This is an optimization exercise on Yosys and OpenROAD, whose aim is small area and a short achievable clock period, not a production implementation.
Only simulation tests tie the RTL to the original design; equivalence was not proved.
Power figures rest on the tool's default switching activity, not on a simulated workload.

File: config.mk
export PLATFORM = sky130hd
export DESIGN_NAME = cic_iq_decim
export DESIGN_NICKNAME = cic_iq_decim
export VERILOG_FILES = /design/flow/design.v
export SDC_FILE = /design/flow/constraint.sdc
export NUM_CORES = 4
export LEC_CHECK = 0
export ABC_AREA = 1
export CAP_MARGIN = 0
export CORE_MARGIN = 2
export CORE_UTILIZATION = 40
export CTS_CLUSTER_DIAMETER = 200
export CTS_CLUSTER_SIZE = 25
export SLEW_MARGIN = 0
File: constraint.sdc
create_clock -name core_clock -period 9.5 [get_ports {clk}]
set_input_delay 1.9000 -clock core_clock [delete_from_list [all_inputs] [get_ports {clk}]]
set_output_delay 1.9000 -clock core_clock [all_outputs]
set_load 0.01 [all_outputs]
File: design.v
module cic_iq_decim #(
  parameter int DIN_W    = 16,
  parameter int DOUT_W   = 16,
  parameter int STAGES   = 4,
  parameter int MAX_RATE = 16,
  parameter int GAIN_W   = 16,
  localparam int RATE_W  = $clog2(MAX_RATE + 1),
  localparam int ACC_W   = DIN_W + STAGES * $clog2(MAX_RATE),
  localparam int SHIFT_W = $clog2(ACC_W)
) (
  input  logic                     clk,
  input  logic                     rst,
  input  logic                     s_axis_data_tvalid,
  input  logic signed [DIN_W-1:0]  s_axis_data_tdata_real,
  input  logic signed [DIN_W-1:0]  s_axis_data_tdata_imag,
  input  logic                     cfg_load,
  input  logic [RATE_W-1:0]        cfg_rate,
  input  logic [SHIFT_W-1:0]       cfg_shift,
  input  logic [GAIN_W-1:0]        cfg_gain,
  output logic                     m_axis_data_tvalid,
  output logic signed [DOUT_W-1:0] m_axis_data_tdata_real,
  output logic signed [DOUT_W-1:0] m_axis_data_tdata_imag
);
  localparam int W   = 8;            
  localparam int L   = 32 / W;       
  localparam int NVV = L + 4;        
  localparam int NFV = L + 9;        
  logic        rst_q;
  logic        flush_q;
  logic [4:0]  cfg_rate_q, cfg_shift_q;
  logic [15:0] cfg_gain_q;
  logic [3:0]  rm1;                  
  logic [4:0]  shift_r;
  logic [15:0] gain_r;
  always_ff @(posedge clk) begin
    rst_q       <= rst;
    cfg_rate_q  <= cfg_rate;
    cfg_shift_q <= cfg_shift;
    cfg_gain_q  <= cfg_gain;
  end
  always_ff @(posedge clk) begin
    if (rst_q) begin
      rm1     <= 4'd1;
      shift_r <= '0;
      gain_r  <= 16'd16384;
    end else if (flush_q) begin
      if (cfg_rate_q < 5'd2)
        rm1 <= 4'd1;
      else if (cfg_rate_q > 5'd16)
        rm1 <= 4'd15;
      else
        rm1 <= 4'(cfg_rate_q - 5'd1);
      shift_r <= cfg_shift_q;
      gain_r  <= cfg_gain_q;
    end
  end
  logic        v_q;
  logic [15:0] xr_q, xi_q, xi_d;
  always_ff @(posedge clk) begin
    flush_q <= rst | cfg_load;
    v_q     <= s_axis_data_tvalid;
    xr_q    <= s_axis_data_tvalid ? s_axis_data_tdata_real : 16'd0;
    xi_q    <= s_axis_data_tvalid ? s_axis_data_tdata_imag : 16'd0;
    xi_d    <= flush_q ? 16'd0 : xi_q;
  end
  logic [NVV-1:0] vv;
  assign vv[0] = v_q;
  always_ff @(posedge clk) begin
    if (flush_q) vv[NVV-1:1] <= '0;
    else         vv[NVV-1:1] <= vv[NVV-2:0];
  end
  logic [31:0] xd [2][L];
  assign xd[0][0] = {{16{xr_q[15]}}, xr_q};
  assign xd[1][0] = {{16{xi_d[15]}}, xi_d};
  always_ff @(posedge clk) begin
    for (int c = 0; c < 2; c++)
      for (int j = 1; j < L; j++)
        xd[c][j] <= flush_q ? 32'd0 : xd[c][j-1];
  end
  logic [W-1:0] integ  [2][4][L];
  logic         icar   [2][4][L];   
  logic [W:0]   isum   [2][4][L];
  always_comb begin
    for (int c = 0; c < 2; c++)
      for (int k = 0; k < 4; k++)
        for (int j = 0; j < L; j++)
          isum[c][k][j] = {1'b0, (k == 3 && fv[3 + j + c]) ? {W{1'b0}} : integ[c][k][j]}
                        + {1'b0, (k == 0) ? xd[c][j][j*W +: W]
                                          : (vv[k + j + c] ? integ[c][k-1][j] : {W{1'b0}})}
                        + (W+1)'((j == 0) ? 1'b0 : icar[c][k][j-1]);
  end
  always_ff @(posedge clk) begin
    for (int c = 0; c < 2; c++)
      for (int k = 0; k < 4; k++)
        for (int j = 0; j < L; j++) begin
          integ[c][k][j] <= flush_q ? {W{1'b0}} : isum[c][k][j][W-1:0];
          icar[c][k][j]  <= flush_q ? 1'b0 : isum[c][k][j][W];
        end
  end
  logic [3:0]     cnt;
  logic           fe;
  logic [NFV-1:0] fv;               
  assign fe = v_q & (cnt == rm1);
  always_ff @(posedge clk) begin
    if (flush_q) begin
      cnt <= '0;
      fv  <= '0;
    end else begin
      if (v_q)
        cnt <= fe ? 4'd0 : cnt + 4'd1;
      fv <= {fv[NFV-2:0], fe};
    end
  end
  logic [W-1:0] da  [1:3][L];       
  logic [W-1:0] db  [1:3][L];       
  logic         cbr [1:3][L];       
  logic [W-1:0] cin [1:4][L];       
  logic [W:0]   csum [1:3][L];
  logic [W-1:0] cmid [L];           
  always_comb begin
    for (int j = 0; j < L; j++) begin
      cin[1][j] = fv[4 + j] ? integ[1][3][j] : integ[0][3][j];
      cin[2][j] = cmid[j];
      for (int k = 1; k < 4; k++) begin
        csum[k][j] = {1'b0, cin[k][j]} + {1'b0, ~da[k][j]}
                   + (W+1)'((j == 0) ? 1'b1 : cbr[k][j-1]);
        if (k != 1)
          cin[k+1][j] = csum[k][j][W-1:0];
      end
    end
  end
  always_ff @(posedge clk) begin
    for (int j = 0; j < L; j++) begin
      cmid[j] <= csum[1][j][W-1:0];
      for (int k = 1; k < 4; k++) begin
        cbr[k][j] <= csum[k][j][W];
        if (flush_q) begin
          da[k][j] <= '0;
          db[k][j] <= '0;
        end else if (k < 2 ? (fv[3 + j] | fv[4 + j]) : (fv[4 + j] | fv[5 + j])) begin
          da[k][j] <= db[k][j];
          db[k][j] <= cin[k][j];
        end
      end
    end
  end
  logic [W-1:0] dsk [L][L];
  logic [31:0]  z;
  always_ff @(posedge clk) begin
    for (int j = 0; j < L; j++) begin
      dsk[j][0] <= cin[4][j];
      for (int d = 1; d < L - j; d++)
        dsk[j][d] <= dsk[j][d-1];
    end
  end
  always_comb
    for (int j = 0; j < L; j++)
      z[j*W +: W] = dsk[j][L-1-j];
  logic [30:0] ur;
  always_ff @(posedge clk)
    ur <= 31'(($signed({z, 1'b0})) >>> shift_r);
  logic [17:0] g3, g3n;
  logic [15:0] gain_n;
  always_ff @(posedge clk) begin
    g3  <= {2'b0, gain_r} + {1'b0, gain_r, 1'b0};
    g3n <= ~({2'b0, gain_r} + {1'b0, gain_r, 1'b0});
    if (rst_q)
      gain_n <= ~16'd16384;
    else if (flush_q)
      gain_n <= ~cfg_gain_q;
  end
  logic bneg0, bs1_0, bs2_0, bs3_0, bs4_0;
  logic [17:0] bm0;
  logic bneg1, bs1_1, bs2_1, bs3_1, bs4_1;
  logic [17:0] bm1;
  logic bneg2, bs1_2, bs2_2, bs3_2, bs4_2;
  logic [17:0] bm2;
  logic bneg3, bs1_3, bs2_3, bs3_3, bs4_3;
  logic [17:0] bm3;
  logic bneg4, bs1_4, bs2_4, bs3_4, bs4_4;
  logic [17:0] bm4;
  logic bneg5, bs1_5, bs2_5, bs3_5, bs4_5;
  logic [17:0] bm5;
  logic bneg6, bs1_6, bs2_6, bs3_6, bs4_6;
  logic [17:0] bm6;
  logic bneg7, bs1_7, bs2_7, bs3_7, bs4_7;
  logic [17:0] bm7;
  logic bneg8, bs1_8, bs2_8, bs3_8, bs4_8;
  logic [17:0] bm8;
  logic bneg9, bs1_9, bs2_9, bs3_9, bs4_9;
  logic [17:0] bm9;
  logic ma0_s1, ma0_c2;
  logic ma0_s3, ma0_c4;
  logic ma0_s5, ma0_c6;
  logic ma0_s7, ma0_c8;
  logic ma0_s9, ma0_c10;
  logic ma0_s11, ma0_c12;
  logic ma0_s13, ma0_c14;
  logic ma0_s15, ma0_c16;
  logic ma0_s17, ma0_c18;
  logic ma0_s19, ma0_c20;
  logic ma0_s21, ma0_c22;
  logic ma0_s23, ma0_c24;
  logic ma0_s25, ma0_c26;
  logic ma0_s27, ma0_c28;
  logic ma0_s29, ma0_c30;
  logic ma0_s31, ma0_c32;
  logic ma0_s33, ma0_c34;
  logic ma0_s35, ma0_c36;
  logic ma0_s37, ma0_c38;
  logic ma0_s39, ma0_c40;
  logic ma0_s41, ma0_c42;
  logic ma0_s43, ma0_c44;
  logic ma0_s45, ma0_c46;
  logic ma0_s47, ma0_c48;
  logic ma0_s49, ma0_c50;
  logic ma0_s51, ma0_c52;
  logic ma0_s53, ma0_c54;
  logic ma1_s55, ma1_c56;
  logic ma1_s57, ma1_c58;
  logic ma1_s59, ma1_c60;
  logic ma1_s61, ma1_c62;
  logic ma1_s63, ma1_c64;
  logic ma1_s65, ma1_c66;
  logic ma1_s67, ma1_c68;
  logic ma1_s69, ma1_c70;
  logic ma1_s71, ma1_c72;
  logic ma1_s73, ma1_c74;
  logic ma1_s75, ma1_c76;
  logic ma1_s77, ma1_c78;
  logic ma1_s79, ma1_c80;
  logic ma1_s81, ma1_c82;
  logic ma1_s83, ma1_c84;
  logic ma1_s85, ma1_c86;
  logic ma1_s87, ma1_c88;
  logic ma1_s89, ma1_c90;
  logic ma1_s91, ma1_c92;
  logic ma1_s93, ma1_c94;
  logic ma1_s95, ma1_c96;
  logic ma1_s97, ma1_c98;
  logic ma1_s99, ma1_c100;
  logic ma1_s101, ma1_c102;
  logic ma1_s103, ma1_c104;
  logic ma1_s105, ma1_c106;
  logic ma1_s107, ma1_c108;
  logic ma1_s109, ma1_c110;
  logic ma1_s111, ma1_c112;
  logic ma1_s113, ma1_c114;
  logic ma1_s115, ma1_c116;
  logic ma1_s117, ma1_c118;
  logic ma1_s119, ma1_c120;
  logic ma1_s121, ma1_c122;
  logic ma1_s123, ma1_c124;
  logic ma1_s125, ma1_c126;
  logic ma1_s127, ma1_c128;
  logic ma1_s129, ma1_c130;
  logic ma1_s131, ma1_c132;
  logic [29:0] mr0;
  logic [29:0] mr1;
  logic [29:0] mr2;
  logic [29:0] mr3;
  logic mb0_s133, mb0_c134;
  logic mb0_s135, mb0_c136;
  logic mb0_s137, mb0_c138;
  logic mb0_s139, mb0_c140;
  logic mb0_s141, mb0_c142;
  logic mb0_s143, mb0_c144;
  logic mb0_s145, mb0_c146;
  logic mb0_s147, mb0_c148;
  logic mb0_s149, mb0_c150;
  logic mb0_s151, mb0_c152;
  logic mb0_s153, mb0_c154;
  logic mb0_s155, mb0_c156;
  logic mb0_s157, mb0_c158;
  logic mb0_s159, mb0_c160;
  logic mb0_s161, mb0_c162;
  logic mb0_s163, mb0_c164;
  logic mb0_s165, mb0_c166;
  logic mb0_s167, mb0_c168;
  logic mb0_s169, mb0_c170;
  logic mb0_s171, mb0_c172;
  logic mb0_s173, mb0_c174;
  logic mb0_s175, mb0_c176;
  logic mb0_s177, mb0_c178;
  logic mb0_s179, mb0_c180;
  logic mb1_s181, mb1_c182;
  logic mb1_s183, mb1_c184;
  logic mb1_s185, mb1_c186;
  logic mb1_s187, mb1_c188;
  logic mb1_s189, mb1_c190;
  logic mb1_s191, mb1_c192;
  logic mb1_s193, mb1_c194;
  logic mb1_s195, mb1_c196;
  logic mb1_s197, mb1_c198;
  logic mb1_s199, mb1_c200;
  logic mb1_s201, mb1_c202;
  logic mb1_s203, mb1_c204;
  logic mb1_s205, mb1_c206;
  logic mb1_s207, mb1_c208;
  logic mb1_s209, mb1_c210;
  logic mb1_s211, mb1_c212;
  logic mb1_s213, mb1_c214;
  logic mb1_s215, mb1_c216;
  logic mb1_s217, mb1_c218;
  logic mb1_s219, mb1_c220;
  logic mb1_s221, mb1_c222;
  logic mb1_s223, mb1_c224;
  logic mb1_s225, mb1_c226;
  logic mb1_s227, mb1_c228;
  logic mb1_s229, mb1_c230;
  logic mb1_s231, mb1_c232;
  logic mb1_s233, mb1_c234;
  logic [29:0] mx, my;
  logic [14:0] plo;
  logic [15:0] mxh, myh, p;
  logic        pc14;
  assign bneg0 = ur[3];
  assign bs1_0 = ur[3] ? (ur[2] & (ur[1] ^ ur[0])) : (~ur[2] & (ur[1] ^ ur[0]));
  assign bs2_0 = (~ur[2] & ur[1] & ur[0]) | (ur[2] & ~ur[1] & ~ur[0]);
  assign bs3_0 = ur[3] ? (~ur[2] & (ur[1] ^ ur[0])) : (ur[2] & (ur[1] ^ ur[0]));
  assign bs4_0 = ur[3] ? (~ur[2] & ~ur[1] & ~ur[0]) : (ur[2] & ur[1] & ur[0]);
  assign bm0 = (({18{bs1_0}} & {2'b0, gain_r}) | ({18{bs2_0}} & {1'b0, gain_r, 1'b0}) | ({18{bs3_0}} & g3) | ({18{bs4_0}} & {gain_r, 2'b0})) ^ {18{bneg0}};
  assign bneg1 = ur[6];
  assign bs1_1 = ur[6] ? (ur[5] & (ur[4] ^ ur[3])) : (~ur[5] & (ur[4] ^ ur[3]));
  assign bs2_1 = (~ur[5] & ur[4] & ur[3]) | (ur[5] & ~ur[4] & ~ur[3]);
  assign bs3_1 = ur[6] ? (~ur[5] & (ur[4] ^ ur[3])) : (ur[5] & (ur[4] ^ ur[3]));
  assign bs4_1 = ur[6] ? (~ur[5] & ~ur[4] & ~ur[3]) : (ur[5] & ur[4] & ur[3]);
  assign bm1 = (({18{bs1_1}} & {2'b0, gain_r}) | ({18{bs2_1}} & {1'b0, gain_r, 1'b0}) | ({18{bs3_1}} & g3) | ({18{bs4_1}} & {gain_r, 2'b0})) ^ {18{bneg1}};
  assign bneg2 = ur[9];
  assign bs1_2 = ur[9] ? (ur[8] & (ur[7] ^ ur[6])) : (~ur[8] & (ur[7] ^ ur[6]));
  assign bs2_2 = (~ur[8] & ur[7] & ur[6]) | (ur[8] & ~ur[7] & ~ur[6]);
  assign bs3_2 = ur[9] ? (~ur[8] & (ur[7] ^ ur[6])) : (ur[8] & (ur[7] ^ ur[6]));
  assign bs4_2 = ur[9] ? (~ur[8] & ~ur[7] & ~ur[6]) : (ur[8] & ur[7] & ur[6]);
  assign bm2 = (({18{bs1_2}} & {2'b0, gain_r}) | ({18{bs2_2}} & {1'b0, gain_r, 1'b0}) | ({18{bs3_2}} & g3) | ({18{bs4_2}} & {gain_r, 2'b0})) ^ {18{bneg2}};
  assign bneg3 = ur[12];
  assign bs1_3 = ur[12] ? (ur[11] & (ur[10] ^ ur[9])) : (~ur[11] & (ur[10] ^ ur[9]));
  assign bs2_3 = (~ur[11] & ur[10] & ur[9]) | (ur[11] & ~ur[10] & ~ur[9]);
  assign bs3_3 = ur[12] ? (~ur[11] & (ur[10] ^ ur[9])) : (ur[11] & (ur[10] ^ ur[9]));
  assign bs4_3 = ur[12] ? (~ur[11] & ~ur[10] & ~ur[9]) : (ur[11] & ur[10] & ur[9]);
  assign bm3 = (({18{bs1_3}} & {2'b0, gain_r}) | ({18{bs2_3}} & {1'b0, gain_r, 1'b0}) | ({18{bs3_3}} & g3) | ({18{bs4_3}} & {gain_r, 2'b0})) ^ {18{bneg3}};
  assign bneg4 = ur[15];
  assign bs1_4 = ur[15] ? (ur[14] & (ur[13] ^ ur[12])) : (~ur[14] & (ur[13] ^ ur[12]));
  assign bs2_4 = (~ur[14] & ur[13] & ur[12]) | (ur[14] & ~ur[13] & ~ur[12]);
  assign bs3_4 = ur[15] ? (~ur[14] & (ur[13] ^ ur[12])) : (ur[14] & (ur[13] ^ ur[12]));
  assign bs4_4 = ur[15] ? (~ur[14] & ~ur[13] & ~ur[12]) : (ur[14] & ur[13] & ur[12]);
  assign bm4 = (({18{bs1_4}} & {2'b0, gain_r}) | ({18{bs2_4}} & {1'b0, gain_r, 1'b0}) | ({18{bs3_4}} & g3) | ({18{bs4_4}} & {gain_r, 2'b0})) ^ {18{bneg4}};
  assign bneg5 = ur[18];
  assign bs1_5 = ur[18] ? (ur[17] & (ur[16] ^ ur[15])) : (~ur[17] & (ur[16] ^ ur[15]));
  assign bs2_5 = (~ur[17] & ur[16] & ur[15]) | (ur[17] & ~ur[16] & ~ur[15]);
  assign bs3_5 = ur[18] ? (~ur[17] & (ur[16] ^ ur[15])) : (ur[17] & (ur[16] ^ ur[15]));
  assign bs4_5 = ur[18] ? (~ur[17] & ~ur[16] & ~ur[15]) : (ur[17] & ur[16] & ur[15]);
  assign bm5 = (({18{bs1_5}} & {2'b0, gain_r}) | ({18{bs2_5}} & {1'b0, gain_r, 1'b0}) | ({18{bs3_5}} & g3) | ({18{bs4_5}} & {gain_r, 2'b0})) ^ {18{bneg5}};
  assign bneg6 = ur[21];
  assign bs1_6 = ur[21] ? (ur[20] & (ur[19] ^ ur[18])) : (~ur[20] & (ur[19] ^ ur[18]));
  assign bs2_6 = (~ur[20] & ur[19] & ur[18]) | (ur[20] & ~ur[19] & ~ur[18]);
  assign bs3_6 = ur[21] ? (~ur[20] & (ur[19] ^ ur[18])) : (ur[20] & (ur[19] ^ ur[18]));
  assign bs4_6 = ur[21] ? (~ur[20] & ~ur[19] & ~ur[18]) : (ur[20] & ur[19] & ur[18]);
  assign bm6 = (({18{bs1_6}} & {2'b0, gain_r}) | ({18{bs2_6}} & {1'b0, gain_r, 1'b0}) | ({18{bs3_6}} & g3) | ({18{bs4_6}} & {gain_r, 2'b0})) ^ {18{bneg6}};
  assign bneg7 = ur[24];
  assign bs1_7 = ur[24] ? (ur[23] & (ur[22] ^ ur[21])) : (~ur[23] & (ur[22] ^ ur[21]));
  assign bs2_7 = (~ur[23] & ur[22] & ur[21]) | (ur[23] & ~ur[22] & ~ur[21]);
  assign bs3_7 = ur[24] ? (~ur[23] & (ur[22] ^ ur[21])) : (ur[23] & (ur[22] ^ ur[21]));
  assign bs4_7 = ur[24] ? (~ur[23] & ~ur[22] & ~ur[21]) : (ur[23] & ur[22] & ur[21]);
  assign bm7 = (({18{bs1_7}} & {2'b0, gain_r}) | ({18{bs2_7}} & {1'b0, gain_r, 1'b0}) | ({18{bs3_7}} & g3) | ({18{bs4_7}} & {gain_r, 2'b0})) ^ {18{bneg7}};
  assign bneg8 = ur[27];
  assign bs1_8 = ur[27] ? (ur[26] & (ur[25] ^ ur[24])) : (~ur[26] & (ur[25] ^ ur[24]));
  assign bs2_8 = (~ur[26] & ur[25] & ur[24]) | (ur[26] & ~ur[25] & ~ur[24]);
  assign bs3_8 = ur[27] ? (~ur[26] & (ur[25] ^ ur[24])) : (ur[26] & (ur[25] ^ ur[24]));
  assign bs4_8 = ur[27] ? (~ur[26] & ~ur[25] & ~ur[24]) : (ur[26] & ur[25] & ur[24]);
  assign bm8 = (({18{bs1_8}} & {2'b0, gain_r}) | ({18{bs2_8}} & {1'b0, gain_r, 1'b0}) | ({18{bs3_8}} & g3) | ({18{bs4_8}} & {gain_r, 2'b0})) ^ {18{bneg8}};
  assign bneg9 = ur[30];
  assign bs1_9 = ur[30] ? (ur[29] & (ur[28] ^ ur[27])) : (~ur[29] & (ur[28] ^ ur[27]));
  assign bs2_9 = (~ur[29] & ur[28] & ur[27]) | (ur[29] & ~ur[28] & ~ur[27]);
  assign bs3_9 = ur[30] ? (~ur[29] & (ur[28] ^ ur[27])) : (ur[29] & (ur[28] ^ ur[27]));
  assign bs4_9 = ur[30] ? (~ur[29] & ~ur[28] & ~ur[27]) : (ur[29] & ur[28] & ur[27]);
  assign bm9 = (({18{bs1_9}} & {2'b0, gain_r}) | ({18{bs2_9}} & {1'b0, gain_r, 1'b0}) | ({18{bs3_9}} & g3) | ({18{bs4_9}} & {gain_r, 2'b0})) ^ {18{bneg9}};
  assign ma0_s1 = bm0[15] ^ bm1[12];
  assign ma0_c2 = bm0[15] & bm1[12];
  assign ma0_s3 = bm0[16] ^ bm1[13];
  assign ma0_c4 = bm0[16] & bm1[13];
  assign ma0_s5 = bm0[17] ^ bm1[14];
  assign ma0_c6 = bm0[17] & bm1[14];
  assign ma0_s7 = ~bneg0 ^ bm1[15] ^ bm2[12];
  assign ma0_c8 = (~bneg0 & bm1[15]) | (~bneg0 & bm2[12]) | (bm1[15] & bm2[12]);
  assign ma0_s9 = bm3[9] ^ bm4[6] ^ bm5[3];
  assign ma0_c10 = (bm3[9] & bm4[6]) | (bm3[9] & bm5[3]) | (bm4[6] & bm5[3]);
  assign ma0_s11 = bm1[16] ^ bm2[13] ^ bm3[10];
  assign ma0_c12 = (bm1[16] & bm2[13]) | (bm1[16] & bm3[10]) | (bm2[13] & bm3[10]);
  assign ma0_s13 = bm4[7] ^ bm5[4];
  assign ma0_c14 = bm4[7] & bm5[4];
  assign ma0_s15 = bm1[17] ^ bm2[14] ^ bm3[11];
  assign ma0_c16 = (bm1[17] & bm2[14]) | (bm1[17] & bm3[11]) | (bm2[14] & bm3[11]);
  assign ma0_s17 = bm4[8] ^ bm5[5];
  assign ma0_c18 = bm4[8] & bm5[5];
  assign ma0_s19 = ~bneg1 ^ bm2[15] ^ bm3[12];
  assign ma0_c20 = (~bneg1 & bm2[15]) | (~bneg1 & bm3[12]) | (bm2[15] & bm3[12]);
  assign ma0_s21 = bm4[9] ^ bm5[6] ^ bm6[3];
  assign ma0_c22 = (bm4[9] & bm5[6]) | (bm4[9] & bm6[3]) | (bm5[6] & bm6[3]);
  assign ma0_s23 = bm2[16] ^ bm3[13] ^ bm4[10];
  assign ma0_c24 = (bm2[16] & bm3[13]) | (bm2[16] & bm4[10]) | (bm3[13] & bm4[10]);
  assign ma0_s25 = bm5[7] ^ bm6[4];
  assign ma0_c26 = bm5[7] & bm6[4];
  assign ma0_s27 = bm2[17] ^ bm3[14] ^ bm4[11];
  assign ma0_c28 = (bm2[17] & bm3[14]) | (bm2[17] & bm4[11]) | (bm3[14] & bm4[11]);
  assign ma0_s29 = bm5[8] ^ bm6[5];
  assign ma0_c30 = bm5[8] & bm6[5];
  assign ma0_s31 = ~bneg2 ^ bm3[15] ^ bm4[12];
  assign ma0_c32 = (~bneg2 & bm3[15]) | (~bneg2 & bm4[12]) | (bm3[15] & bm4[12]);
  assign ma0_s33 = bm5[9] ^ bm6[6] ^ bm7[3];
  assign ma0_c34 = (bm5[9] & bm6[6]) | (bm5[9] & bm7[3]) | (bm6[6] & bm7[3]);
  assign ma0_s35 = bm3[16] ^ bm4[13] ^ bm5[10];
  assign ma0_c36 = (bm3[16] & bm4[13]) | (bm3[16] & bm5[10]) | (bm4[13] & bm5[10]);
  assign ma0_s37 = bm6[7] ^ bm7[4];
  assign ma0_c38 = bm6[7] & bm7[4];
  assign ma0_s39 = bm3[17] ^ bm4[14] ^ bm5[11];
  assign ma0_c40 = (bm3[17] & bm4[14]) | (bm3[17] & bm5[11]) | (bm4[14] & bm5[11]);
  assign ma0_s41 = bm6[8] ^ bm7[5];
  assign ma0_c42 = bm6[8] & bm7[5];
  assign ma0_s43 = ~bneg3 ^ bm4[15] ^ bm5[12];
  assign ma0_c44 = (~bneg3 & bm4[15]) | (~bneg3 & bm5[12]) | (bm4[15] & bm5[12]);
  assign ma0_s45 = bm6[9] ^ bm7[6] ^ bm8[3];
  assign ma0_c46 = (bm6[9] & bm7[6]) | (bm6[9] & bm8[3]) | (bm7[6] & bm8[3]);
  assign ma0_s47 = bm4[16] ^ bm5[13] ^ bm6[10];
  assign ma0_c48 = (bm4[16] & bm5[13]) | (bm4[16] & bm6[10]) | (bm5[13] & bm6[10]);
  assign ma0_s49 = bm7[7] ^ bm8[4];
  assign ma0_c50 = bm7[7] & bm8[4];
  assign ma0_s51 = bm4[17] ^ bm5[14] ^ bm6[11];
  assign ma0_c52 = (bm4[17] & bm5[14]) | (bm4[17] & bm6[11]) | (bm5[14] & bm6[11]);
  assign ma0_s53 = bm7[8] ^ bm8[5];
  assign ma0_c54 = bm7[8] & bm8[5];
  assign ma1_s55 = bm0[9] ^ bm1[6];
  assign ma1_c56 = bm0[9] & bm1[6];
  assign ma1_s57 = bm0[10] ^ bm1[7];
  assign ma1_c58 = bm0[10] & bm1[7];
  assign ma1_s59 = bm0[11] ^ bm1[8];
  assign ma1_c60 = bm0[11] & bm1[8];
  assign ma1_s61 = bm0[12] ^ bm1[9] ^ bm2[6];
  assign ma1_c62 = (bm0[12] & bm1[9]) | (bm0[12] & bm2[6]) | (bm1[9] & bm2[6]);
  assign ma1_s63 = bm3[3] ^ bm4[0];
  assign ma1_c64 = bm3[3] & bm4[0];
  assign ma1_s65 = bm0[13] ^ bm1[10] ^ bm2[7];
  assign ma1_c66 = (bm0[13] & bm1[10]) | (bm0[13] & bm2[7]) | (bm1[10] & bm2[7]);
  assign ma1_s67 = bm3[4] ^ bm4[1] ^ 1'b1;
  assign ma1_c68 = (bm3[4] & bm4[1]) | (bm3[4] & 1'b1) | (bm4[1] & 1'b1);
  assign ma1_s69 = bm0[14] ^ bm1[11] ^ bm2[8];
  assign ma1_c70 = (bm0[14] & bm1[11]) | (bm0[14] & bm2[8]) | (bm1[11] & bm2[8]);
  assign ma1_s71 = bm3[5] ^ bm4[2];
  assign ma1_c72 = bm3[5] & bm4[2];
  assign ma1_s73 = ma0_s1 ^ bm2[9] ^ bm3[6];
  assign ma1_c74 = (ma0_s1 & bm2[9]) | (ma0_s1 & bm3[6]) | (bm2[9] & bm3[6]);
  assign ma1_s75 = bm4[3] ^ bm5[0] ^ bneg5;
  assign ma1_c76 = (bm4[3] & bm5[0]) | (bm4[3] & bneg5) | (bm5[0] & bneg5);
  assign ma1_s77 = ma0_s3 ^ bm2[10] ^ bm3[7];
  assign ma1_c78 = (ma0_s3 & bm2[10]) | (ma0_s3 & bm3[7]) | (bm2[10] & bm3[7]);
  assign ma1_s79 = bm4[4] ^ bm5[1] ^ ma0_c2;
  assign ma1_c80 = (bm4[4] & bm5[1]) | (bm4[4] & ma0_c2) | (bm5[1] & ma0_c2);
  assign ma1_s81 = ma0_s5 ^ bm2[11] ^ bm3[8];
  assign ma1_c82 = (ma0_s5 & bm2[11]) | (ma0_s5 & bm3[8]) | (bm2[11] & bm3[8]);
  assign ma1_s83 = bm4[5] ^ bm5[2] ^ ma0_c4;
  assign ma1_c84 = (bm4[5] & bm5[2]) | (bm4[5] & ma0_c4) | (bm5[2] & ma0_c4);
  assign ma1_s85 = ma0_s7 ^ ma0_s9 ^ bm6[0];
  assign ma1_c86 = (ma0_s7 & ma0_s9) | (ma0_s7 & bm6[0]) | (ma0_s9 & bm6[0]);
  assign ma1_s87 = bneg6 ^ 1'b1 ^ ma0_c6;
  assign ma1_c88 = (bneg6 & 1'b1) | (bneg6 & ma0_c6) | (1'b1 & ma0_c6);
  assign ma1_s89 = ma0_s11 ^ ma0_s13 ^ bm6[1];
  assign ma1_c90 = (ma0_s11 & ma0_s13) | (ma0_s11 & bm6[1]) | (ma0_s13 & bm6[1]);
  assign ma1_s91 = 1'b1 ^ ma0_c8 ^ ma0_c10;
  assign ma1_c92 = (1'b1 & ma0_c8) | (1'b1 & ma0_c10) | (ma0_c8 & ma0_c10);
  assign ma1_s93 = ma0_s15 ^ ma0_s17 ^ bm6[2];
  assign ma1_c94 = (ma0_s15 & ma0_s17) | (ma0_s15 & bm6[2]) | (ma0_s17 & bm6[2]);
  assign ma1_s95 = 1'b1 ^ ma0_c12 ^ ma0_c14;
  assign ma1_c96 = (1'b1 & ma0_c12) | (1'b1 & ma0_c14) | (ma0_c12 & ma0_c14);
  assign ma1_s97 = ma0_s19 ^ ma0_s21 ^ bm7[0];
  assign ma1_c98 = (ma0_s19 & ma0_s21) | (ma0_s19 & bm7[0]) | (ma0_s21 & bm7[0]);
  assign ma1_s99 = bneg7 ^ ma0_c16 ^ ma0_c18;
  assign ma1_c100 = (bneg7 & ma0_c16) | (bneg7 & ma0_c18) | (ma0_c16 & ma0_c18);
  assign ma1_s101 = ma0_s23 ^ ma0_s25 ^ bm7[1];
  assign ma1_c102 = (ma0_s23 & ma0_s25) | (ma0_s23 & bm7[1]) | (ma0_s25 & bm7[1]);
  assign ma1_s103 = 1'b1 ^ ma0_c20 ^ ma0_c22;
  assign ma1_c104 = (1'b1 & ma0_c20) | (1'b1 & ma0_c22) | (ma0_c20 & ma0_c22);
  assign ma1_s105 = ma0_s27 ^ ma0_s29 ^ bm7[2];
  assign ma1_c106 = (ma0_s27 & ma0_s29) | (ma0_s27 & bm7[2]) | (ma0_s29 & bm7[2]);
  assign ma1_s107 = 1'b1 ^ ma0_c24 ^ ma0_c26;
  assign ma1_c108 = (1'b1 & ma0_c24) | (1'b1 & ma0_c26) | (ma0_c24 & ma0_c26);
  assign ma1_s109 = ma0_s31 ^ ma0_s33 ^ bm8[0];
  assign ma1_c110 = (ma0_s31 & ma0_s33) | (ma0_s31 & bm8[0]) | (ma0_s33 & bm8[0]);
  assign ma1_s111 = bneg8 ^ ma0_c28 ^ ma0_c30;
  assign ma1_c112 = (bneg8 & ma0_c28) | (bneg8 & ma0_c30) | (ma0_c28 & ma0_c30);
  assign ma1_s113 = ma0_s35 ^ ma0_s37 ^ bm8[1];
  assign ma1_c114 = (ma0_s35 & ma0_s37) | (ma0_s35 & bm8[1]) | (ma0_s37 & bm8[1]);
  assign ma1_s115 = 1'b1 ^ ma0_c32 ^ ma0_c34;
  assign ma1_c116 = (1'b1 & ma0_c32) | (1'b1 & ma0_c34) | (ma0_c32 & ma0_c34);
  assign ma1_s117 = ma0_s39 ^ ma0_s41 ^ bm8[2];
  assign ma1_c118 = (ma0_s39 & ma0_s41) | (ma0_s39 & bm8[2]) | (ma0_s41 & bm8[2]);
  assign ma1_s119 = 1'b1 ^ ma0_c36 ^ ma0_c38;
  assign ma1_c120 = (1'b1 & ma0_c36) | (1'b1 & ma0_c38) | (ma0_c36 & ma0_c38);
  assign ma1_s121 = ma0_s43 ^ ma0_s45 ^ bm9[0];
  assign ma1_c122 = (ma0_s43 & ma0_s45) | (ma0_s43 & bm9[0]) | (ma0_s45 & bm9[0]);
  assign ma1_s123 = bneg9 ^ ma0_c40 ^ ma0_c42;
  assign ma1_c124 = (bneg9 & ma0_c40) | (bneg9 & ma0_c42) | (ma0_c40 & ma0_c42);
  assign ma1_s125 = ma0_s47 ^ ma0_s49 ^ bm9[1];
  assign ma1_c126 = (ma0_s47 & ma0_s49) | (ma0_s47 & bm9[1]) | (ma0_s49 & bm9[1]);
  assign ma1_s127 = 1'b1 ^ ma0_c44 ^ ma0_c46;
  assign ma1_c128 = (1'b1 & ma0_c44) | (1'b1 & ma0_c46) | (ma0_c44 & ma0_c46);
  assign ma1_s129 = ma0_s51 ^ ma0_s53 ^ bm9[2];
  assign ma1_c130 = (ma0_s51 & ma0_s53) | (ma0_s51 & bm9[2]) | (ma0_s53 & bm9[2]);
  assign ma1_s131 = 1'b1 ^ ma0_c48 ^ ma0_c50;
  assign ma1_c132 = (1'b1 & ma0_c48) | (1'b1 & ma0_c50) | (ma0_c48 & ma0_c50);
  assign mb0_s133 = mr0[6] ^ mr1[6];
  assign mb0_c134 = mr0[6] & mr1[6];
  assign mb0_s135 = mr0[7] ^ mr1[7];
  assign mb0_c136 = mr0[7] & mr1[7];
  assign mb0_s137 = mr0[8] ^ mr1[8];
  assign mb0_c138 = mr0[8] & mr1[8];
  assign mb0_s139 = mr0[9] ^ mr1[9] ^ mr2[9];
  assign mb0_c140 = (mr0[9] & mr1[9]) | (mr0[9] & mr2[9]) | (mr1[9] & mr2[9]);
  assign mb0_s141 = mr0[10] ^ mr1[10] ^ mr2[10];
  assign mb0_c142 = (mr0[10] & mr1[10]) | (mr0[10] & mr2[10]) | (mr1[10] & mr2[10]);
  assign mb0_s143 = mr0[11] ^ mr1[11] ^ mr2[11];
  assign mb0_c144 = (mr0[11] & mr1[11]) | (mr0[11] & mr2[11]) | (mr1[11] & mr2[11]);
  assign mb0_s145 = mr0[12] ^ mr1[12] ^ mr2[12];
  assign mb0_c146 = (mr0[12] & mr1[12]) | (mr0[12] & mr2[12]) | (mr1[12] & mr2[12]);
  assign mb0_s147 = mr0[13] ^ mr1[13] ^ mr2[13];
  assign mb0_c148 = (mr0[13] & mr1[13]) | (mr0[13] & mr2[13]) | (mr1[13] & mr2[13]);
  assign mb0_s149 = mr0[14] ^ mr1[14] ^ mr2[14];
  assign mb0_c150 = (mr0[14] & mr1[14]) | (mr0[14] & mr2[14]) | (mr1[14] & mr2[14]);
  assign mb0_s151 = mr0[15] ^ mr1[15] ^ mr2[15];
  assign mb0_c152 = (mr0[15] & mr1[15]) | (mr0[15] & mr2[15]) | (mr1[15] & mr2[15]);
  assign mb0_s153 = mr0[16] ^ mr1[16] ^ mr2[16];
  assign mb0_c154 = (mr0[16] & mr1[16]) | (mr0[16] & mr2[16]) | (mr1[16] & mr2[16]);
  assign mb0_s155 = mr0[17] ^ mr1[17] ^ mr2[17];
  assign mb0_c156 = (mr0[17] & mr1[17]) | (mr0[17] & mr2[17]) | (mr1[17] & mr2[17]);
  assign mb0_s157 = mr0[18] ^ mr1[18] ^ mr2[18];
  assign mb0_c158 = (mr0[18] & mr1[18]) | (mr0[18] & mr2[18]) | (mr1[18] & mr2[18]);
  assign mb0_s159 = mr0[19] ^ mr1[19] ^ mr2[19];
  assign mb0_c160 = (mr0[19] & mr1[19]) | (mr0[19] & mr2[19]) | (mr1[19] & mr2[19]);
  assign mb0_s161 = mr0[20] ^ mr1[20] ^ mr2[20];
  assign mb0_c162 = (mr0[20] & mr1[20]) | (mr0[20] & mr2[20]) | (mr1[20] & mr2[20]);
  assign mb0_s163 = mr0[21] ^ mr1[21] ^ mr2[21];
  assign mb0_c164 = (mr0[21] & mr1[21]) | (mr0[21] & mr2[21]) | (mr1[21] & mr2[21]);
  assign mb0_s165 = mr0[22] ^ mr1[22] ^ mr2[22];
  assign mb0_c166 = (mr0[22] & mr1[22]) | (mr0[22] & mr2[22]) | (mr1[22] & mr2[22]);
  assign mb0_s167 = mr0[23] ^ mr1[23] ^ mr2[23];
  assign mb0_c168 = (mr0[23] & mr1[23]) | (mr0[23] & mr2[23]) | (mr1[23] & mr2[23]);
  assign mb0_s169 = mr0[24] ^ mr1[24] ^ mr2[24];
  assign mb0_c170 = (mr0[24] & mr1[24]) | (mr0[24] & mr2[24]) | (mr1[24] & mr2[24]);
  assign mb0_s171 = mr0[25] ^ mr1[25] ^ mr2[25];
  assign mb0_c172 = (mr0[25] & mr1[25]) | (mr0[25] & mr2[25]) | (mr1[25] & mr2[25]);
  assign mb0_s173 = mr0[26] ^ mr1[26] ^ mr2[26];
  assign mb0_c174 = (mr0[26] & mr1[26]) | (mr0[26] & mr2[26]) | (mr1[26] & mr2[26]);
  assign mb0_s175 = mr0[27] ^ mr1[27] ^ mr2[27];
  assign mb0_c176 = (mr0[27] & mr1[27]) | (mr0[27] & mr2[27]) | (mr1[27] & mr2[27]);
  assign mb0_s177 = mr0[28] ^ mr1[28] ^ mr2[28];
  assign mb0_c178 = (mr0[28] & mr1[28]) | (mr0[28] & mr2[28]) | (mr1[28] & mr2[28]);
  assign mb0_s179 = mr0[29] ^ mr1[29] ^ mr2[29];
  assign mb0_c180 = (mr0[29] & mr1[29]) | (mr0[29] & mr2[29]) | (mr1[29] & mr2[29]);
  assign mb1_s181 = mr0[3] ^ mr1[3];
  assign mb1_c182 = mr0[3] & mr1[3];
  assign mb1_s183 = mr0[4] ^ mr1[4];
  assign mb1_c184 = mr0[4] & mr1[4];
  assign mb1_s185 = mr0[5] ^ mr1[5];
  assign mb1_c186 = mr0[5] & mr1[5];
  assign mb1_s187 = mb0_s133 ^ mr2[6] ^ mr3[6];
  assign mb1_c188 = (mb0_s133 & mr2[6]) | (mb0_s133 & mr3[6]) | (mr2[6] & mr3[6]);
  assign mb1_s189 = mb0_s135 ^ mr2[7] ^ mb0_c134;
  assign mb1_c190 = (mb0_s135 & mr2[7]) | (mb0_s135 & mb0_c134) | (mr2[7] & mb0_c134);
  assign mb1_s191 = mb0_s137 ^ mr2[8] ^ mb0_c136;
  assign mb1_c192 = (mb0_s137 & mr2[8]) | (mb0_s137 & mb0_c136) | (mr2[8] & mb0_c136);
  assign mb1_s193 = mb0_s139 ^ mr3[9] ^ mb0_c138;
  assign mb1_c194 = (mb0_s139 & mr3[9]) | (mb0_s139 & mb0_c138) | (mr3[9] & mb0_c138);
  assign mb1_s195 = mb0_s141 ^ mr3[10] ^ mb0_c140;
  assign mb1_c196 = (mb0_s141 & mr3[10]) | (mb0_s141 & mb0_c140) | (mr3[10] & mb0_c140);
  assign mb1_s197 = mb0_s143 ^ mr3[11] ^ mb0_c142;
  assign mb1_c198 = (mb0_s143 & mr3[11]) | (mb0_s143 & mb0_c142) | (mr3[11] & mb0_c142);
  assign mb1_s199 = mb0_s145 ^ mr3[12] ^ mb0_c144;
  assign mb1_c200 = (mb0_s145 & mr3[12]) | (mb0_s145 & mb0_c144) | (mr3[12] & mb0_c144);
  assign mb1_s201 = mb0_s147 ^ mr3[13] ^ mb0_c146;
  assign mb1_c202 = (mb0_s147 & mr3[13]) | (mb0_s147 & mb0_c146) | (mr3[13] & mb0_c146);
  assign mb1_s203 = mb0_s149 ^ mr3[14] ^ mb0_c148;
  assign mb1_c204 = (mb0_s149 & mr3[14]) | (mb0_s149 & mb0_c148) | (mr3[14] & mb0_c148);
  assign mb1_s205 = mb0_s151 ^ mr3[15] ^ mb0_c150;
  assign mb1_c206 = (mb0_s151 & mr3[15]) | (mb0_s151 & mb0_c150) | (mr3[15] & mb0_c150);
  assign mb1_s207 = mb0_s153 ^ mr3[16] ^ mb0_c152;
  assign mb1_c208 = (mb0_s153 & mr3[16]) | (mb0_s153 & mb0_c152) | (mr3[16] & mb0_c152);
  assign mb1_s209 = mb0_s155 ^ mr3[17] ^ mb0_c154;
  assign mb1_c210 = (mb0_s155 & mr3[17]) | (mb0_s155 & mb0_c154) | (mr3[17] & mb0_c154);
  assign mb1_s211 = mb0_s157 ^ mr3[18] ^ mb0_c156;
  assign mb1_c212 = (mb0_s157 & mr3[18]) | (mb0_s157 & mb0_c156) | (mr3[18] & mb0_c156);
  assign mb1_s213 = mb0_s159 ^ mr3[19] ^ mb0_c158;
  assign mb1_c214 = (mb0_s159 & mr3[19]) | (mb0_s159 & mb0_c158) | (mr3[19] & mb0_c158);
  assign mb1_s215 = mb0_s161 ^ mr3[20] ^ mb0_c160;
  assign mb1_c216 = (mb0_s161 & mr3[20]) | (mb0_s161 & mb0_c160) | (mr3[20] & mb0_c160);
  assign mb1_s217 = mb0_s163 ^ mr3[21] ^ mb0_c162;
  assign mb1_c218 = (mb0_s163 & mr3[21]) | (mb0_s163 & mb0_c162) | (mr3[21] & mb0_c162);
  assign mb1_s219 = mb0_s165 ^ mr3[22] ^ mb0_c164;
  assign mb1_c220 = (mb0_s165 & mr3[22]) | (mb0_s165 & mb0_c164) | (mr3[22] & mb0_c164);
  assign mb1_s221 = mb0_s167 ^ mr3[23] ^ mb0_c166;
  assign mb1_c222 = (mb0_s167 & mr3[23]) | (mb0_s167 & mb0_c166) | (mr3[23] & mb0_c166);
  assign mb1_s223 = mb0_s169 ^ mr3[24] ^ mb0_c168;
  assign mb1_c224 = (mb0_s169 & mr3[24]) | (mb0_s169 & mb0_c168) | (mr3[24] & mb0_c168);
  assign mb1_s225 = mb0_s171 ^ mr3[25] ^ mb0_c170;
  assign mb1_c226 = (mb0_s171 & mr3[25]) | (mb0_s171 & mb0_c170) | (mr3[25] & mb0_c170);
  assign mb1_s227 = mb0_s173 ^ mr3[26] ^ mb0_c172;
  assign mb1_c228 = (mb0_s173 & mr3[26]) | (mb0_s173 & mb0_c172) | (mr3[26] & mb0_c172);
  assign mb1_s229 = mb0_s175 ^ mr3[27] ^ mb0_c174;
  assign mb1_c230 = (mb0_s175 & mr3[27]) | (mb0_s175 & mb0_c174) | (mr3[27] & mb0_c174);
  assign mb1_s231 = mb0_s177 ^ mr3[28] ^ mb0_c176;
  assign mb1_c232 = (mb0_s177 & mr3[28]) | (mb0_s177 & mb0_c176) | (mr3[28] & mb0_c176);
  assign mb1_s233 = mb0_s179 ^ mr3[29] ^ mb0_c178;
  assign mb1_c234 = (mb0_s179 & mr3[29]) | (mb0_s179 & mb0_c178) | (mr3[29] & mb0_c178);
  assign mx[0] = mr0[0];
  assign my[0] = mr1[0];
  assign mx[1] = mr0[1];
  assign my[1] = 1'b0;
  assign mx[2] = mr0[2];
  assign my[2] = 1'b0;
  assign mx[3] = mb1_s181;
  assign my[3] = mr2[3];
  assign mx[4] = mb1_s183;
  assign my[4] = mb1_c182;
  assign mx[5] = mb1_s185;
  assign my[5] = mb1_c184;
  assign mx[6] = mb1_s187;
  assign my[6] = mb1_c186;
  assign mx[7] = mb1_s189;
  assign my[7] = mb1_c188;
  assign mx[8] = mb1_s191;
  assign my[8] = mb1_c190;
  assign mx[9] = mb1_s193;
  assign my[9] = mb1_c192;
  assign mx[10] = mb1_s195;
  assign my[10] = mb1_c194;
  assign mx[11] = mb1_s197;
  assign my[11] = mb1_c196;
  assign mx[12] = mb1_s199;
  assign my[12] = mb1_c198;
  assign mx[13] = mb1_s201;
  assign my[13] = mb1_c200;
  assign mx[14] = mb1_s203;
  assign my[14] = mb1_c202;
  assign mx[15] = mb1_s205;
  assign my[15] = mb1_c204;
  assign mx[16] = mb1_s207;
  assign my[16] = mb1_c206;
  assign mx[17] = mb1_s209;
  assign my[17] = mb1_c208;
  assign mx[18] = mb1_s211;
  assign my[18] = mb1_c210;
  assign mx[19] = mb1_s213;
  assign my[19] = mb1_c212;
  assign mx[20] = mb1_s215;
  assign my[20] = mb1_c214;
  assign mx[21] = mb1_s217;
  assign my[21] = mb1_c216;
  assign mx[22] = mb1_s219;
  assign my[22] = mb1_c218;
  assign mx[23] = mb1_s221;
  assign my[23] = mb1_c220;
  assign mx[24] = mb1_s223;
  assign my[24] = mb1_c222;
  assign mx[25] = mb1_s225;
  assign my[25] = mb1_c224;
  assign mx[26] = mb1_s227;
  assign my[26] = mb1_c226;
  assign mx[27] = mb1_s229;
  assign my[27] = mb1_c228;
  assign mx[28] = mb1_s231;
  assign my[28] = mb1_c230;
  assign mx[29] = mb1_s233;
  assign my[29] = mb1_c232;
  assign plo = {1'b0, mx[13:0]} + {1'b0, my[13:0]};
  assign p = mxh + myh + 16'(pc14);
  always_ff @(posedge clk) begin
    mr0[0] <= bm0[0];
    mr1[0] <= bneg0;
    mr2[0] <= 1'b0;
    mr3[0] <= 1'b0;
    mr0[1] <= bm0[1];
    mr1[1] <= 1'b0;
    mr2[1] <= 1'b0;
    mr3[1] <= 1'b0;
    mr0[2] <= bm0[2];
    mr1[2] <= 1'b0;
    mr2[2] <= 1'b0;
    mr3[2] <= 1'b0;
    mr0[3] <= bm0[3];
    mr1[3] <= bm1[0];
    mr2[3] <= bneg1;
    mr3[3] <= 1'b0;
    mr0[4] <= bm0[4];
    mr1[4] <= bm1[1];
    mr2[4] <= 1'b0;
    mr3[4] <= 1'b0;
    mr0[5] <= bm0[5];
    mr1[5] <= bm1[2];
    mr2[5] <= 1'b0;
    mr3[5] <= 1'b0;
    mr0[6] <= bm0[6];
    mr1[6] <= bm1[3];
    mr2[6] <= bm2[0];
    mr3[6] <= bneg2;
    mr0[7] <= bm0[7];
    mr1[7] <= bm1[4];
    mr2[7] <= bm2[1];
    mr3[7] <= 1'b0;
    mr0[8] <= bm0[8];
    mr1[8] <= bm1[5];
    mr2[8] <= bm2[2];
    mr3[8] <= 1'b0;
    mr0[9] <= ma1_s55;
    mr1[9] <= bm2[3];
    mr2[9] <= bm3[0];
    mr3[9] <= bneg3;
    mr0[10] <= ma1_s57;
    mr1[10] <= bm2[4];
    mr2[10] <= bm3[1];
    mr3[10] <= ma1_c56;
    mr0[11] <= ma1_s59;
    mr1[11] <= bm2[5];
    mr2[11] <= bm3[2];
    mr3[11] <= ma1_c58;
    mr0[12] <= ma1_s61;
    mr1[12] <= ma1_s63;
    mr2[12] <= bneg4;
    mr3[12] <= ma1_c60;
    mr0[13] <= ma1_s65;
    mr1[13] <= ma1_s67;
    mr2[13] <= ma1_c62;
    mr3[13] <= ma1_c64;
    mr0[14] <= ma1_s69;
    mr1[14] <= ma1_s71;
    mr2[14] <= ma1_c66;
    mr3[14] <= ma1_c68;
    mr0[15] <= ma1_s73;
    mr1[15] <= ma1_s75;
    mr2[15] <= ma1_c70;
    mr3[15] <= ma1_c72;
    mr0[16] <= ma1_s77;
    mr1[16] <= ma1_s79;
    mr2[16] <= ma1_c74;
    mr3[16] <= ma1_c76;
    mr0[17] <= ma1_s81;
    mr1[17] <= ma1_s83;
    mr2[17] <= ma1_c78;
    mr3[17] <= ma1_c80;
    mr0[18] <= ma1_s85;
    mr1[18] <= ma1_s87;
    mr2[18] <= ma1_c82;
    mr3[18] <= ma1_c84;
    mr0[19] <= ma1_s89;
    mr1[19] <= ma1_s91;
    mr2[19] <= ma1_c86;
    mr3[19] <= ma1_c88;
    mr0[20] <= ma1_s93;
    mr1[20] <= ma1_s95;
    mr2[20] <= ma1_c90;
    mr3[20] <= ma1_c92;
    mr0[21] <= ma1_s97;
    mr1[21] <= ma1_s99;
    mr2[21] <= ma1_c94;
    mr3[21] <= ma1_c96;
    mr0[22] <= ma1_s101;
    mr1[22] <= ma1_s103;
    mr2[22] <= ma1_c98;
    mr3[22] <= ma1_c100;
    mr0[23] <= ma1_s105;
    mr1[23] <= ma1_s107;
    mr2[23] <= ma1_c102;
    mr3[23] <= ma1_c104;
    mr0[24] <= ma1_s109;
    mr1[24] <= ma1_s111;
    mr2[24] <= ma1_c106;
    mr3[24] <= ma1_c108;
    mr0[25] <= ma1_s113;
    mr1[25] <= ma1_s115;
    mr2[25] <= ma1_c110;
    mr3[25] <= ma1_c112;
    mr0[26] <= ma1_s117;
    mr1[26] <= ma1_s119;
    mr2[26] <= ma1_c114;
    mr3[26] <= ma1_c116;
    mr0[27] <= ma1_s121;
    mr1[27] <= ma1_s123;
    mr2[27] <= ma1_c118;
    mr3[27] <= ma1_c120;
    mr0[28] <= ma1_s125;
    mr1[28] <= ma1_s127;
    mr2[28] <= ma1_c122;
    mr3[28] <= ma1_c124;
    mr0[29] <= ma1_s129;
    mr1[29] <= ma1_s131;
    mr2[29] <= ma1_c126;
    mr3[29] <= ma1_c128;
    mxh <= mx[29:14];
    myh <= my[29:14];
    pc14 <= plo[14];
  end
  logic [15:0] p_hold;
  always_ff @(posedge clk) begin
    p_hold <= p;
    m_axis_data_tdata_real <= p_hold;
    m_axis_data_tdata_imag <= p;
    m_axis_data_tvalid <= fv[L + 8] & ~flush_q & ~rst & ~cfg_load;
  end
endmodule
File: flow/run.sh
#!/bin/bash
# Standard ORFS layout, with repair_timing asked to reach a larger setup slack than the
# constraint needs (the SDC is unchanged). Each tool's output stays in orfs/logs/.
set -euo pipefail
cd "$(dirname "$0")/.."
export SETUP_SLACK_MARGIN=${MARGIN:-6.55}
bash standard.sh > standard.log 2>&1
File: standard.sh
#!/bin/bash
# synth_recipe.tcl (not shown) runs the flow's synth.tcl, then flattens the netlist and writes it again
# the make line also repeats each setting of config.mk as NAME=value (left out here)
make -C /OpenROAD-flow-scripts/flow DESIGN_CONFIG=/design/flow/config.mk WORK_HOME=/design/flow/orfs CLKGATE_MAP_FILE= SYNTH_SCRIPT=/design/flow/synth_recipe.tcl "${@:-finish}"
==> results.txt, run 1 <==
* CP bufs+invs at 1
* Hold Vio Cnt, Final at 0
* Simple-Gate Fraction of Synth Area at 0.1269
* Max incr delay on CP at 340 ps
* Max Slew Vio Count at 0
* Delay-heaviest family, CP: flip-flops
* CTS Buf Count at 44
* Status: timing/DRC/antenna clean
* Final Routed Wirelength at 117,400 microns
* Clk root buf: clkbuf_16
* Top-area cell type share of the netlist area at 0.3860
* Synth-to-Final Area Change at 8.649%
* TritonRoute pass-1 iters at 5
* Ant diodes at 0
* Maxcap violations at 0
* Remaining global-route overflow at 0
* Skew final at 42.13 ps
* Worst setup SP type: flop
* Skew-Pair Late Insertion Delay at 690 ps
* Slew @ Worst Pin at 1084 ps
* CTS tree: built
* I/O Pins at 95
* Row count at 129
* Prevailing post-synth register cell: dfxtp_1
* Die Area at 0.1272 sq mm
* Share of cells above drive strength 1 at 0.05509
* Filler Cell Count at 12,381
* Top-count cell post-synth: inv_1
* CTS clk-pin slew, worst paths at 90 ps
* Register bit total from synthesis at 959
* DR vias/cell at 4.935
* Fin Setup TNS at 0 ps
* First-pass GRT wire length at 191,000 microns
* RSZ-0062 raised after global routing: yes
* Cts hold-fix bufs at 0
* Synth top cells by count: inv_1, dfxtp_1, nand2_1
* Die Y-Extent at 356.6 microns
* Total GRT Usage at 0.1832
* Top post-synthesis cells by area: dfxtp_1, ha_1, inv_1
* Fin crit share at 0.3159
* DR iter-0 viols at 2,328
* XOR/XNOR Fraction of Synth Area at 0.04420
* Starting Density at 0.4028
* Post-synthesis mux area share at 0.0006038
* # nets final at 6,810
* Pwr/cell area at 195.3 mW/mm^2
* DRC Markers at 0
* Max Clk Rate at 333.2 MHz
* Met1 Use GR at 0.2242
* Critical Path, Cell by Cell: buf_6
* Number of H-tree levels at 2
* Crit path max fanout at 2
* Final Util at 0.4376
* Post-DRT Antenna Nets at 0
* Sink Count at 959
* Worst IR Drop VDD at 0.0002448 V
* Final min period at 3001 ps
* Port bufs at 94
* Post-synthesis average cell area at 8.002 sq um
* Synth Warn # at 12
* Arrival @ worst endpoint at 1100 ps
* Final GP Congestion at 0.9762
* Lkg Pwr at 0.02538 uW
* GRT Max-Usage Layer: met2
* Width of the die at 356.6 microns
* HPWL after detailed placement at 85,440 microns
* Worst setup EP type: output port
* Total number of vias at 38,713
* CORE AREA at 0.1235 sq mm
* Met3 usage at 0.02312
* Post-synth top area cell: dfxtp_1
* Largest family of logic cells by synthesized area: compound AO/OA/AOI/OAI gates
* Post-Syn Nets at 6,819
* Drt wl/cell at 14.96 microns
* EDFF count, synth at 0
* Antenna violations before repair at 1
* Rel. slew slack at 0.2749
* Final setup violation count at 0
* Share of the yosys chip area belonging to registers at 0.3860
* Worst min path class: flop to flop
* Synth Cell Area at 0.04973 sq mm
* Number of global-route vias before repair at 37,592
* Synth async-reset ratio at 0
* Crit Path Class: flop to output port
* Compound-cell area share of the yosys netlist at 0.1803
* Critical-path top delay cell: dfxtp_2
* Clock Path Buffers at 3
* Synth Instances at 6,215
* Post-synthesis adder-cell area fraction at 0.1605
* Critical path data required time at 7600 ps
* Met2 GRT Util at 0.3276
* Largest net degree at the start of global routing at 122
* Unique masters post-synth at 56
[layout by cell type, fill, tap and decap left out, types with 22 or more instances in the layout]
cell,n
a21o_1,33
dfxtp_1,922
nand4_1,24
xor2_1,221
xnor2_1,24
fa_1,158
o21ai_0,639
inv_1,1021
o22ai_1,144
a31oi_1,30
nor2_1,507
dfxtp_2,30
buf_4,74
a21oi_1,541
ha_1,382
nand2_1,862
a221oi_2,29
a221oi_1,39
clkdlybuf4s50_1,61
clkbuf_16,44
buf_6,22
nand3_1,135
[sequential cells by signal (all words and copies together) (netlist names), 22 cells and up]
register and flops:
mr3 22, integ 256, mr2 25, ur 31, mr0 30, da 96, db 96, mr1 28
cmid 32, icar 24, dsk 80
[kinds of logic after synthesis]
logic type	Yosys count
AO/OA/AOI/OAI	1578
XOR/XNOR	251
buffers and inverters	1297
flip-flops	959
adder cells (fa/ha/maj)	542
multiplexers	3
AND/OR/NAND/NOR	1585
[layout make-up]
cell class                 count  area [sq um]  area share
sequential                   959         19260      0.3565
multi-input combinational   3959         25790      0.4772
clock inverter                 3         66.31    0.001227
timing repair buffer         182          1699     0.03145
inverter                    1060          4066     0.07526
tap                         1637          2048     0.03791
clock buffer                  45          1105     0.02045
[worst paths after layout]
path                                start                        end  slack [ps]  cells past startpoint
setup reg to reg  gain_r[10]$_SDFFE_PP0P_            mr0[28]$_DFF_P_        6520                      8
setup / recovery        p_hold[6]$_DFF_P_  m_axis_data_tdata_imag[6]        6500                      1
hold / removal          dsk[4][2]$_DFF_P_          dsk[5][2]$_DFF_P_         330                      0
hold reg to reg         dsk[4][2]$_DFF_P_          dsk[5][2]$_DFF_P_         330                      0
[metal layers]
layer,wire (microns),part of all wire,vias to the layer above
li1,-,-,20085
met1,52120,0.44,17724
met2,55900,0.48,699
met3,4966,0.042,205
met4,4378,0.037,0
met5,0,0,-
[what timing repair did]
item | in CTS | in global routing
setup endpoints to repair | 210 | 211
resized for setup | 222 | 79
buffers inserted | 14 | 40
pin swaps | 2 | 14
[power by group]
part | leakage, uW | switching (uW) | internal (uW) | total [uW]
sequential | 0.00784 | 342 | 4560 | 4900
combinational | 0.0170 | 2070 | 1410 | 3480
clock | 0.000572 | 1320 | 850 | 2170
[stage by stage]
| step | cell area, sq um | worst slack [ps] | hold slack (ps) | total power, uW | cells |
|---|---|---|---|---|---|
| after floorplan | 49730 | 6846 | 309.6 | 7207 | 6215 |
| after global placement | 51970 | 6019 | 309.8 | 8277 | 7743 |
| after detailed placement | 51970 | 5972 | 312.1 | 8356 | 7743 |
| after CTS | 53390 | 6445 | 333.1 | 10600 | 7805 |
| after global routing | 54030 | 6446 | 339.3 | 11310 | 7845 |
| final | 54030 | 6499 | 329.0 | 10560 | 7845 |
==> run 2, diff against run 1 <==
--- a/config.mk
+++ b/config.mk
@@ -7,8 +7,9 @@
 export LEC_CHECK = 0
 export ABC_AREA = 1
-export CAP_MARGIN = 0
+export CAP_MARGIN = 20
 export CORE_MARGIN = 2
-export CORE_UTILIZATION = 40
+export CORE_UTILIZATION = 55
 export CTS_CLUSTER_DIAMETER = 200
 export CTS_CLUSTER_SIZE = 25
-export SLEW_MARGIN = 0
+export PLACE_DENSITY = 0.7
+export SLEW_MARGIN = 20
==> run 2 against run 1 <==
Still clean on timing, DRC and antenna. First-iteration DRC count rose by 17%. Setup slack improved by 21 ps. Clock power barely moved. Sequential power barely moved. Synthesized cell count did not move. Power rose by 0.76%. Non-clock buffer count fell by 18. Register-to-register slack barely moved. Sequential share of layout area rose by 0.50 points. Routed wire length rose by 0.41%. Hold slack got worse by 8.3 ps. Utilization rose by 16 points. Critical path type unchanged. Critical endpoint is now m_axis_data_tdata_imag[15]. Largest cell class unchanged. Highest routed layer unchanged.
==> results.txt, run 2 <==
* Commonest cells after routing, fill and taps aside: inv_1, dfxtp_1, nand2_1
* Number of global-route vias before repair at 37,311 (-0.75%)
* Reg with most FFs: integ
* Fin Setup TNS at 0 ps (unchanged)
* Critical-path top delay cell: dfxtp_2
* Drt wl/cell at 15.99 microns (+6.9%)
* Share of cells above drive strength 1 at 0.05361 (-0.001481)
* Starting Density at 0.5534 (+0.1506)
* Final setup violation count at 0 (unchanged)
* Synth async-reset ratio at 0 (unchanged)
* Pwr/cell area at 199.6 mW/mm^2 (+2.2%)
* CORE AREA at 0.08987 sq mm (-27%)
* Clk root buf: clkbuf_16
* # nets final at 6,794 (-0.23%)
* Leading cell type in the layout, fill and taps excluded: inv_1
* Crit Path Class: flop to output port
* Largest net degree at the start of global routing at 150 (+23%)
* Rel. slew slack at 0.3053 (+0.03039)
* Worst IR Drop VDD at 0.0001418 V (-42%)
* Register bit total from synthesis at 959 (unchanged)
* Max incr delay on CP at 340 ps (about the same)
* Post-DRT Antenna Nets at 0 (unchanged)
* Post-synth top area cell: dfxtp_1
* Hold Vio Cnt, Final at 0 (unchanged)
* Slew @ Worst Pin at 1042 ps (-42.18 ps)
* Post-synthesis average cell area at 8.002 sq um (unchanged)
* CTS Buf Count at 44 (unchanged)
* Max reg flops at 256 (unchanged)
* Top-count cell post-synth: inv_1
* Status: timing/DRC/antenna clean
* Fin crit share at 0.3136 (-0.002241)
* Synth top cells by count: inv_1, dfxtp_1, nand2_1
* Placed cell count at 7,279 (-6.0%)
* Final Non-Filler Cells at 7,370 (-6.1%)
* DR vias/cell at 5.332 (+8.0%)
* Crit path max fanout at 2 (unchanged)
* Critical path data required time at 7600 ps (about the same)
* Max Slew Vio Count at 0 (unchanged)
* Lkg Pwr at 0.02529 uW (-0.35%)
* Post-Syn Nets at 6,819 (unchanged)
* Worst setup EP type: output port
* Number of H-tree levels at 2 (unchanged)
* Synth-to-Final Area Change at 7.153%
* Row count at 110 (-15%)
* Post-route cell area at 0.05329 sq mm (-1.4%)
* Synth Cell Area at 0.04973 sq mm (unchanged)
* Synth Warn # at 12 (unchanged)
* Remaining global-route overflow at 0 (unchanged)
* Final Routed Wirelength at 117,800 microns (+0.41%)
* Met1 Use GR at 0.3011 (+0.07690)
* Prevailing post-synth register cell: dfxtp_1
* Die Area at 0.09285 sq mm (-27%)
* Sink Count at 959 (unchanged)
* HPWL after detailed placement at 86,360 microns (+1.1%)
* Max Clk Rate at 335.6 MHz (+0.71%)
* I/O Pins at 95 (unchanged)
* EDFF count, synth at 0 (unchanged)
* Filler Cell Count at 8,281 (-33%)
* Port bufs at 94 (unchanged)
* Arrival @ worst endpoint at 1080 ps (-20 ps)
* Critical Path, Cell by Cell: buf_6
* Skew-Pair Late Insertion Delay at 650 ps (-40 ps)
* CP bufs+invs at 1 (unchanged)
* TritonRoute pass-1 iters at 8 (+3)
* GRT Max-Usage Layer: met2
* Top-area cell type share of the netlist area at 0.3860 (unchanged)
* First-pass GRT wire length at 190,300 microns (-0.40%)
* WHS at 320.7 ps (-8.307 ps)
* DR iter-0 viols at 2,714 (+17%)
* Post-Place Cell Area at 0.05137 sq mm (-1.2%)
* Delay-heaviest family, CP: flip-flops
* Clock Path Buffers at 3 (unchanged)
* Final GP Congestion at 0.9721 (-0.42%)
* Unique masters post-synth at 56 (unchanged)
* CTS tree: built
* Width of the die at 304.7 microns (-15%)
* Top post-synthesis cells by area: dfxtp_1, ha_1, inv_1
* Total number of vias at 39,295 (+1.5%)
* RSZ-0062 raised after global routing: yes
* Multi-input logic area at 0.02578 sq mm (about the same)
* Synth Instances at 6,215 (unchanged)
* Reg area at 0.01926 sq mm (about the same)
* Largest regs: integ (256), da (96), db (96)
* Worst setup SP type: flop
* Final min period at 2980 ps (-21.29 ps)
* Antenna violations before repair at 1 (unchanged)
* DRC Markers at 0 (unchanged)
* Share of the yosys chip area belonging to registers at 0.3860 (unchanged)
* Met2 GRT Util at 0.4504 (+0.1229)
* Met3 usage at 0.02893 (+0.005807)
* Worst min path class: flop to flop
* Total GRT Usage at 0.2506 (+0.06744)
* Maxcap violations at 0 (unchanged)
* CTS clk-pin slew, worst paths at 100 ps (about the same)
* Cts hold-fix bufs at 0 (unchanged)
* Skew final at 32.54 ps (-9.593 ps)
* Die Y-Extent at 304.7 microns (-15%)
-- run 2: cell counts after synthesis --
No cell type changed its count.
-- run 2: path summary, 6_finish.rpt --
path | from | endpoint | slack, ps | cells after the start
setup / recovery | p_hold[15]$_DFF_P_ | m_axis_data_tdata_imag[15] | 6520 | 1
hold / removal | dsk[2][2]$_DFF_P_ | dsk[3][2]$_DFF_P_ | 320 | 0
setup reg to reg | gain_r[15]$_SDFFE_PP0P_ | mr0[22]$_DFF_P_ | 6530 | 7
hold reg to reg | dsk[2][2]$_DFF_P_ | dsk[3][2]$_DFF_P_ | 320 | 0
-- run 2: routing by layer --
| metal | vias to the layer above | wire [microns] |
|---|---|---|
| li1 | 20063 | - |
| met1 | 18041 | 49380 |
| met2 | 918 | 57150 |
| met5 | - | 0 |
| met3 | 273 | 5491 |
| met4 | 0 | 5817 |
-- run 2: what timing repair did --
action                     CTS  global route
setup buffers               15            23
cloned                       0             2
resized for setup          215            79
pin swaps                    3            22
setup endpoints to repair   87           106
-- run 2: area by class of cell --
class                      count  area share
antenna                        1  0.00004696
inverter                    1060     0.07605
timing repair inverter         1  0.00009392
multi-input combinational   3960      0.4839
clock inverter                 2   0.0006105
timing repair buffer         164     0.02855
tap                         1176     0.02761
sequential                   959      0.3615
clock buffer                  47     0.02167
-- run 2: per-stage QoR --
stage / util / setup slack [ps] / power, uW
2_1_floorplan: - / 6846 / 7207
3_3_place_gp: 0.5715 / 6042 / 8339
3_5_place_dp: 0.5715 / 6000 / 8442
4_1_cts: 0.5875 / 6478 / 10630
5_1_grt: 0.5929 / 6471 / 11300
6_report: 0.5929 / 6520 / 10640
-- run 2: logic make-up after synthesis --
family                     Yosys count  share of synthesized area
AOI/OAI and AO/OA                 1578                     0.1803
xor gates and xnor gates           251                    0.04420
adders and majority gates          542                     0.1605
buffers and inverters             1297                     0.1014
DFF                                959                     0.3860
muxes                                3                  0.0006038
and+or+nand+nor                   1585                     0.1269
-- run 2: report_power, final --
part | internal [uW] | switching, uW
sequential | 4560 | 371
clock | 876 | 1280
combinational | 1410 | 2140
total | 6840 | 3790

afterwards: timing with drivers on the ports:
No port has a modelled driver above. Below, the same layouts with a new extraction and two added sets of constraints. Step 1 (the two cells are an assumption about what drives the block):
set clk [get_ports {clk}]
set_driving_cell -lib_cell sky130_fd_sc_hd__clkbuf_16 $clk
set_driving_cell -lib_cell sky130_fd_sc_hd__buf_2 [delete_from_list [all_inputs] $clk]
Step 2, shift: input delay + t, output delay - t, t = (earliest + latest rising clock arrival at the registers) / 2. This alone moves slack from input paths to output paths. Three values: ideal, step 1, step 2; two values: the first two.
| run | t (ns) | setup slack, ns | cell pins on the clock port's net |
|---|---|---|---|
| run 1 | 0.737 | 6.499 / 6.433 / 6.117 | 1 |
| run 2 | 0.698 | 6.520 / 6.453 / 6.532 | 1 |
After both steps every run listed still meets setup and hold. For run 1, which loses most, drivers alone change the setup slack by -0.066 ns; drivers and shift together by -0.382 ns.
